Source: an optimization exercise on an open RTL-to-GDS flow (aim: small area, a short achievable clock period and few clock cycles per item). Production flows keep margins and buffers that such runs may drop.
Where RTL was checked, it was by simulation tests only, not by an equivalence proof against the original.
Power is estimated from default activity; no workload was simulated.

Setup of v6:
==> flow/design.v (excerpt) <==
module stream_record_player #(
    parameter int DATA_WIDTH = 8,
    parameter int ADDR_WIDTH = 8
) (
    input  logic                  clk,
    input  logic                  reset,
    input  logic                  record,
    input  logic                  play,
    input  logic                  loop,
    input  logic [DATA_WIDTH-1:0] in_data,
    input  logic                  in_valid,
    input  logic                  in_last,
    output logic                  in_ready,
    output logic [DATA_WIDTH-1:0] out_data,
    output logic                  out_valid,
    output logic                  out_last,
    input  logic                  out_ready,
    output logic [ADDR_WIDTH:0]   stored_len,
    output logic                  overflow,
    output logic                  busy
);
For scale: ~3800 cells after synthesis, about 38 I/O pins, ~57000 um2 of cells after synthesis.
make LEC_CHECK=0 CAP_MARGIN=20 CORE_MARGIN=2 CORE_UTILIZATION=40 SETUP_SLACK_MARGIN=2.7 SLEW_MARGIN=20 finish   # period 5.0 ns
run.sh (not shown) runs the stock make flow with config.mk's settings and CLKGATE_MAP_FILE= SYNTH_SCRIPT=/design/flow/synth_recipe.tcl, a recipe that flattens the netlist after the stock synthesis.
Relative to v6, the following input files were edited for v7:
diff --git a/flow/design.v b/flow/design.v
--- a/flow/design.v
+++ b/flow/design.v
@@ -24,17 +24,17 @@
     localparam int                  SP       = 1 << SPB;            
     localparam int                  NTAP     = DEPTH / SP;
     localparam int                  TB       = ADDR_WIDTH - SPB;    
     localparam int                  TLB      = 3;                   
     localparam int                  TL       = 1 << TLB;
     localparam int                  TH       = NTAP / TL;
     localparam int                  DL       = SP;                  
     localparam int                  FD       = 9;                   
-    localparam int                  FB       = $clog2(FD);          
+    localparam int                  FB       = 4;                   
     localparam logic [ADDR_WIDTH:0] PTR_ONE  = {{ADDR_WIDTH{1'b0}}, 1'b1};
     localparam logic [ADDR_WIDTH:0] LAST_IDX = {1'b0, {ADDR_WIDTH{1'b1}}};
     localparam logic [ADDR_WIDTH-1:0] PH_START = ADDR_WIDTH'(SP - 2);
     logic loop_req;
     assign loop_req = loop;
     logic                   rec_cap, rec_done;
     logic                   rec_cap_n, rec_done_n;
     logic                   play_run, play_done;
Findings:
Routed wire length on met3: v7 vs v6 identical. Global route total overflow: v7 vs v6 identical. Changes observed in v7 relative to v6: fill cell instance count of the final layout about even; highest net fanout along the worst path closely matched the old numbers; total half-perimeter wirelength after legalization and detailed placement held; static leakage stayed essentially flat; total power ~0 delta. Re storage element area: no difference whatsoever between v7 and v6.
Testbench counts of v7, summed over its fixed seeds: cycles 56,189, items 34,689.
Function not checked in v6: the RTL went through the layout flow alone.

---

The RTL this note starts from:
==> flow/design.v <==
module stream_record_player #(
    parameter int DATA_WIDTH = 8,
    parameter int ADDR_WIDTH = 8
) (
    input  logic                  clk,
    input  logic                  reset,
    input  logic                  record,
    input  logic                  play,
    input  logic                  loop,
    input  logic [DATA_WIDTH-1:0] in_data,
    input  logic                  in_valid,
    input  logic                  in_last,
    output logic                  in_ready,
    output logic [DATA_WIDTH-1:0] out_data,
    output logic                  out_valid,
    output logic                  out_last,
    input  logic                  out_ready,
    output logic [ADDR_WIDTH:0]   stored_len,
    output logic                  overflow,
    output logic                  busy
);
    localparam int                  DEPTH    = 1 << ADDR_WIDTH;
    localparam int                  SPB      = 3;                   
    localparam int                  SP       = 1 << SPB;            
    localparam int                  NTAP     = DEPTH / SP;
    localparam int                  TB       = ADDR_WIDTH - SPB;    
    localparam int                  TLB      = 3;                   
    localparam int                  TL       = 1 << TLB;
    localparam int                  TH       = NTAP / TL;
    localparam int                  DL       = SP;                  
    localparam int                  FD       = 8;                   
    localparam int                  FB       = 4;                   
    localparam logic [ADDR_WIDTH:0] PTR_ONE  = {{ADDR_WIDTH{1'b0}}, 1'b1};
    localparam logic [ADDR_WIDTH:0] LAST_IDX = {1'b0, {ADDR_WIDTH{1'b1}}};
    localparam logic [ADDR_WIDTH-1:0] PH_START = ADDR_WIDTH'(SP - 2);
    localparam logic [ADDR_WIDTH-1:0] WPOS0    = PH_START + ADDR_WIDTH'(2);
    logic loop_req;
    assign loop_req = loop;
    logic                   rec_cap, rec_done;
    logic                   rec_cap_n, rec_done_n;
    logic                   play_run, play_done;
    logic                   play_run_n, play_done_n;
    logic                   rec_idle, play_idle;
    logic                   ov;          
    logic [ADDR_WIDTH:0]    wr_ptr;      
    logic                   in_accept;
    logic                   out_hs;
    logic                   cap_start;
    logic                   cap_end;
    logic                   has_data;    
    assign rec_idle  = !rec_cap && !rec_done;
    assign play_idle = !play_run && !play_done;
    assign in_accept = in_valid & rec_cap;
    assign out_hs    = ov & out_ready;
    always_comb begin
        rec_cap_n  = 1'b0;
        rec_done_n = 1'b0;
        if (record) begin
            if (rec_idle) begin
                rec_cap_n = play_idle;
            end else if (rec_cap) begin
                if (in_accept && (in_last || (wr_ptr == LAST_IDX))) rec_done_n = 1'b1;
                else rec_cap_n = 1'b1;
            end else begin
                rec_done_n = 1'b1;
            end
        end
    end
    assign cap_start = !rec_cap && rec_cap_n;
    assign cap_end   = rec_cap && !rec_cap_n;
    always_comb begin
        play_run_n  = 1'b0;
        play_done_n = 1'b0;
        if (play) begin
            if (play_idle) begin
                if (!record && !rec_cap) begin
                    play_run_n  = has_data;
                    play_done_n = !has_data;
                end
            end else if (play_run) begin
                if (out_hs && out_last && !loop_req) play_done_n = 1'b1;
                else play_run_n = 1'b1;
            end else begin
                play_done_n = 1'b1;
            end
        end
    end
    always_ff @(posedge clk or posedge reset) begin
        if (reset) begin
            rec_cap    <= 1'b0;
            rec_done   <= 1'b0;
            in_ready   <= 1'b0;
            play_run   <= 1'b0;
            play_done  <= 1'b0;
            busy       <= 1'b0;
            stored_len <= '0;
            has_data   <= 1'b0;
            overflow   <= 1'b0;
        end else begin
            rec_cap   <= rec_cap_n;
            rec_done  <= rec_done_n;
            in_ready  <= rec_cap_n;
            play_run  <= play_run_n;
            play_done <= play_done_n;
            busy      <= rec_cap_n || rec_done_n || play_run_n || play_done_n;
            if (cap_start) begin
                overflow <= 1'b0;
            end
            if (cap_end) begin
                stored_len <= wr_ptr + {{ADDR_WIDTH{1'b0}}, in_accept};
                has_data   <= (wr_ptr != '0) || in_accept;
                if (in_accept && (wr_ptr == LAST_IDX) && !in_last) overflow <= 1'b1;
            end
        end
    end
    always_ff @(posedge clk) begin
        if (cap_start)      wr_ptr <= '0;
        else if (in_accept) wr_ptr <= wr_ptr + PTR_ONE;
    end
    logic                   cap_start_d;
    logic                   flush_d;
    always_ff @(posedge clk or posedge reset) begin
        if (reset) begin
            cap_start_d <= 1'b1;
            flush_d     <= 1'b1;
        end else begin
            cap_start_d <= cap_start;
            flush_d     <= cap_start || (play_run && !play);
        end
    end
    logic [ADDR_WIDTH-1:0]  phase;
    logic [ADDR_WIDTH-1:0]  phase1;
    assign phase1 = phase + 1'b1;
    always_ff @(posedge clk) begin
        phase <= cap_start ? PH_START : phase1;
    end
    logic [DATA_WIDTH-1:0]  dl_data [DL];
    logic [DL-1:0]          pend;        
    logic [DL-1:0]          pend_n;
    logic [DL-1:0]          wsel;        
    logic [DL-1:0]          wsel_n;
    logic [DATA_WIDTH-1:0]  wdata;
    logic                   wr_en;
    logic [ADDR_WIDTH:0]    wcnt;        
    logic [SPB-1:0]         wpa;
    logic [TL-1:0]          wsl;
    logic [TH-1:0]          wsh;
    logic [NTAP-1:0]        wtap;
    always_ff @(posedge clk) begin
        dl_data[0] <= in_data;
        for (int i = 1; i < DL; i++) dl_data[i] <= dl_data[i-1];
    end
    always_comb begin
        wdata = '0;
        for (int i = 0; i < DL; i++) wdata = wdata | ({DATA_WIDTH{wsel[i]}} & dl_data[i]);
    end
    logic                   wr_en_n;
    assign wr_en_n = (|wsel_n) && (cap_start_d || wr_en || (wpa == '1));
    always_comb begin
        pend_n[0] = in_accept;
        for (int i = 1; i < DL; i++)
            pend_n[i] = pend[i-1] && !(wr_en && wsel[i-1]) && !cap_start_d;
        for (int i = 0; i < DL; i++) begin
            wsel_n[i] = pend_n[i];
            for (int k = i + 1; k < DL; k++) wsel_n[i] = wsel_n[i] && !pend_n[k];
        end
    end
    always_ff @(posedge clk) begin
        pend  <= pend_n;
        wsel  <= wsel_n;
        wr_en <= wr_en_n;
        if (cap_start_d)  wcnt <= '0;
        else if (wr_en)   wcnt <= wcnt + PTR_ONE;
        if (cap_start_d) begin
            wpa <= WPOS0[SPB-1:0];
            for (int l = 0; l < TL; l++) wsl[l] <= (WPOS0[SPB+TLB-1:SPB] == TLB'(l));
            for (int h = 0; h < TH; h++) wsh[h] <= (WPOS0[ADDR_WIDTH-1:SPB+TLB] == (TB-TLB)'(h));
        end else if (!wr_en) begin
            wpa <= wpa + 1'b1;
            if (wpa == '1) begin
                wsl <= {wsl[TL-2:0], wsl[TL-1]};
                if (wsl[TL-1]) wsh <= {wsh[TH-2:0], wsh[TH-1]};
            end
        end
    end
    always_comb begin
        for (int j = 0; j < NTAP; j++) wtap[j] = wr_en && wsh[j / TL] && wsl[j % TL];
    end
    logic [DATA_WIDTH-1:0]  ring [DEPTH];
    always_ff @(posedge clk) begin
        for (int p = 0; p < DEPTH; p++) begin
            if ((p % SP) == 0 && wtap[p / SP])
                ring[p] <= wdata;
            else
                ring[p] <= ring[(p + DEPTH - 1) % DEPTH];
        end
    end
    logic [ADDR_WIDTH:0]    nf;          
    logic [ADDR_WIDTH:0]    nfp;         
    logic [SPB-1:0]         rpa;         
    logic [TL-1:0]          rsl;         
    logic [TH-1:0]          rsh;         
    logic                   rinc;        
    logic                   restart;
    logic                   wrap_p;      
    logic                   fetch_ok;    
    logic                   fetch;
    logic                   flast;
    logic                   avail;
    logic [DATA_WIDTH-1:0]  rdata;
    logic [DATA_WIDTH-1:0]  rgrp [TH];
    always_comb begin
        for (int h = 0; h < TH; h++) begin
            rgrp[h] = '0;
            for (int l = 0; l < TL; l++)
                rgrp[h] = rgrp[h] | ({DATA_WIDTH{rsl[l]}} & ring[(h * TL + l) * SP]);
        end
        rdata = '0;
        for (int h = 0; h < TH; h++) rdata = rdata | ({DATA_WIDTH{rsh[h]}} & rgrp[h]);
    end
    logic [FD-1:0]          occ;         
    logic [FB-1:0]          fwp, frp;
    logic [DATA_WIDTH:0]    fmem [FD];
    logic                   pop;
    logic                   fready;      
    assign avail    = (nf != wcnt) && (!rec_cap || (nfp != wcnt));
    assign flast    = !rec_cap && (nfp == stored_len);
    assign fetch_ok = avail && (rpa == '0) && !restart;
    assign fetch    = fetch_ok && (!occ[FD-1] || pop);
    assign restart  = flush_d || wrap_p;
    assign rinc     = (rpa == '1);
    assign fready   = occ[0];
    always_ff @(posedge clk) begin
        wrap_p <= fetch && flast;
        if (restart) begin
            nf  <= '0;
            nfp <= PTR_ONE;
            rpa <= phase1[SPB-1:0];
            for (int l = 0; l < TL; l++) rsl[l] <= (phase1[SPB+TLB-1:SPB] == TLB'(l));
            for (int h = 0; h < TH; h++) rsh[h] <= (phase1[ADDR_WIDTH-1:SPB+TLB] == (TB-TLB)'(h));
        end else begin
            if (fetch) begin
                nf  <= nfp;
                nfp <= nfp + PTR_ONE;
            end else begin
                rpa <= rpa + 1'b1;
            end
            if (rinc) begin
                rsl <= {rsl[TL-2:0], rsl[TL-1]};
                if (rsl[TL-1]) rsh <= {rsh[TH-2:0], rsh[TH-1]};
            end
        end
    end
    always_ff @(posedge clk) begin
        if (flush_d) begin
            occ <= '0;
            fwp <= '0;
            frp <= '0;
        end else begin
            if (fetch && !pop) occ <= {occ[FD-2:0], 1'b1};
            if (pop && !fetch) occ <= {1'b0, occ[FD-1:1]};
            if (fetch) fwp <= (fwp == FB'(FD - 1)) ? '0 : fwp + 1'b1;
            if (pop)   frp <= (frp == FB'(FD - 1)) ? '0 : frp + 1'b1;
        end
        if (fetch) fmem[fwp] <= {flast, rdata};
    end
    assign pop = play_run_n && (!ov || out_ready) && fready && !flush_d;
    always_ff @(posedge clk or posedge reset) begin
        if (reset) begin
            out_valid <= 1'b0;
            ov        <= 1'b0;
        end else begin
            if (!play_run_n || flush_d) begin
                out_valid <= 1'b0;
                ov        <= 1'b0;
            end else if (!ov || out_ready) begin
                out_valid <= fready;
                ov        <= fready;
            end
        end
    end
    always_ff @(posedge clk) begin
        if (pop) {out_last, out_data} <= fmem[frp];
    end
endmodule
Settings: LEC_CHECK=0, CAP_MARGIN=20, CORE_MARGIN=2, CORE_UTILIZATION=40, CTS_BUF_LIST=sky130_fd_sc_hd__clkbuf_16, CTS_CLUSTER_DIAMETER=80, CTS_CLUSTER_SIZE=30, SETUP_SLACK_MARGIN=2.75, SLEW_MARGIN=20; clock period 5.0 ns.
The first run passed the timing, DRC and antenna checks.
Edit:
--- a/flow/design.v
+++ b/flow/design.v
@@ -29,5 +29,5 @@
     localparam int                  TH       = NTAP / TL;
     localparam int                  DL       = SP;                  
-    localparam int                  FD       = 8;                   
+    localparam int                  FD       = 10;                  
     localparam int                  FB       = 4;                   
     localparam logic [ADDR_WIDTH:0] PTR_ONE  = {{ADDR_WIDTH{1'b0}}, 1'b1};
@@ -224,11 +224,14 @@
     logic                   pop;
     logic                   fready;      
+    logic [DATA_WIDTH:0]    rreg;
+    logic                   rinfl;
+    logic [FB-1:0]          fwp_d;
     assign avail    = (nf != wcnt) && (!rec_cap || (nfp != wcnt));
     assign flast    = !rec_cap && (nfp == stored_len);
     assign fetch_ok = avail && (rpa == '0) && !restart;
-    assign fetch    = fetch_ok && (!occ[FD-1] || pop);
+    assign fetch    = fetch_ok && !occ[FD-1];
     assign restart  = flush_d || wrap_p;
     assign rinc     = (rpa == '1);
-    assign fready   = occ[0];
+    assign fready   = occ[1] || (occ[0] && !rinfl);
     always_ff @(posedge clk) begin
         wrap_p <= fetch && flast;
@@ -263,5 +266,8 @@
             if (pop)   frp <= (frp == FB'(FD - 1)) ? '0 : frp + 1'b1;
         end
-        if (fetch) fmem[fwp] <= {flast, rdata};
+        rinfl <= fetch;
+        rreg  <= {flast, rdata};
+        fwp_d <= fwp;
+        if (rinfl) fmem[fwp_d] <= rreg;
     end
     assign pop = play_run_n && (!ov || out_ready) && fready && !flush_d;
What happened:
- clock-buffer cell count does not change
- worst setup slack gets better by 0.040 ns
- routed wire length rose slightly
- maximum frequency rose slightly
- cell area rose slightly
- register-to-register slack gets better by 0.14 ns
- global-route usage fell by 0.12 points
- flip-flop and latch count rose by 34
- clock power rose by a few percent
- synthesized area rose by a few percent
- power rose slightly
- hold slack gets worse by 0.0035 ns
No run of this note included a check of the RTL's function; only the layout flow was run.

## port drivers added, routing unchanged
No port has a modelled driver above. Below, the same layouts with a new extraction and two added sets of constraints.
Step 1: set_driving_cell puts a clkbuf_16 on clk and a buf_2 on each other input, an assumption about the parent block.
Step 2 also shifts input and output timing later by t, the mid clock arrival at the registers, as if the neighbouring blocks saw the same clock.
a / b / c = no drivers / after step 1 / after step 2; a / b = the first two.
| run | t, ns | slack for setup (ns) | worst setup path at the end |
|---|---|---|---|
| v6 | 0.865 | 2.660 / 2.584 / 1.895 | input to register |
| v7 | 0.865 | 2.660 / 2.584 / 1.895 | input to register |
| the first run of note 2 | 0.748 | 2.657 / 2.589 / 2.039 | input to register |
| the second run of note 2 | 0.762 | 2.697 / 2.619 / 2.082 | input to register |
After both steps every run listed still meets setup and hold.
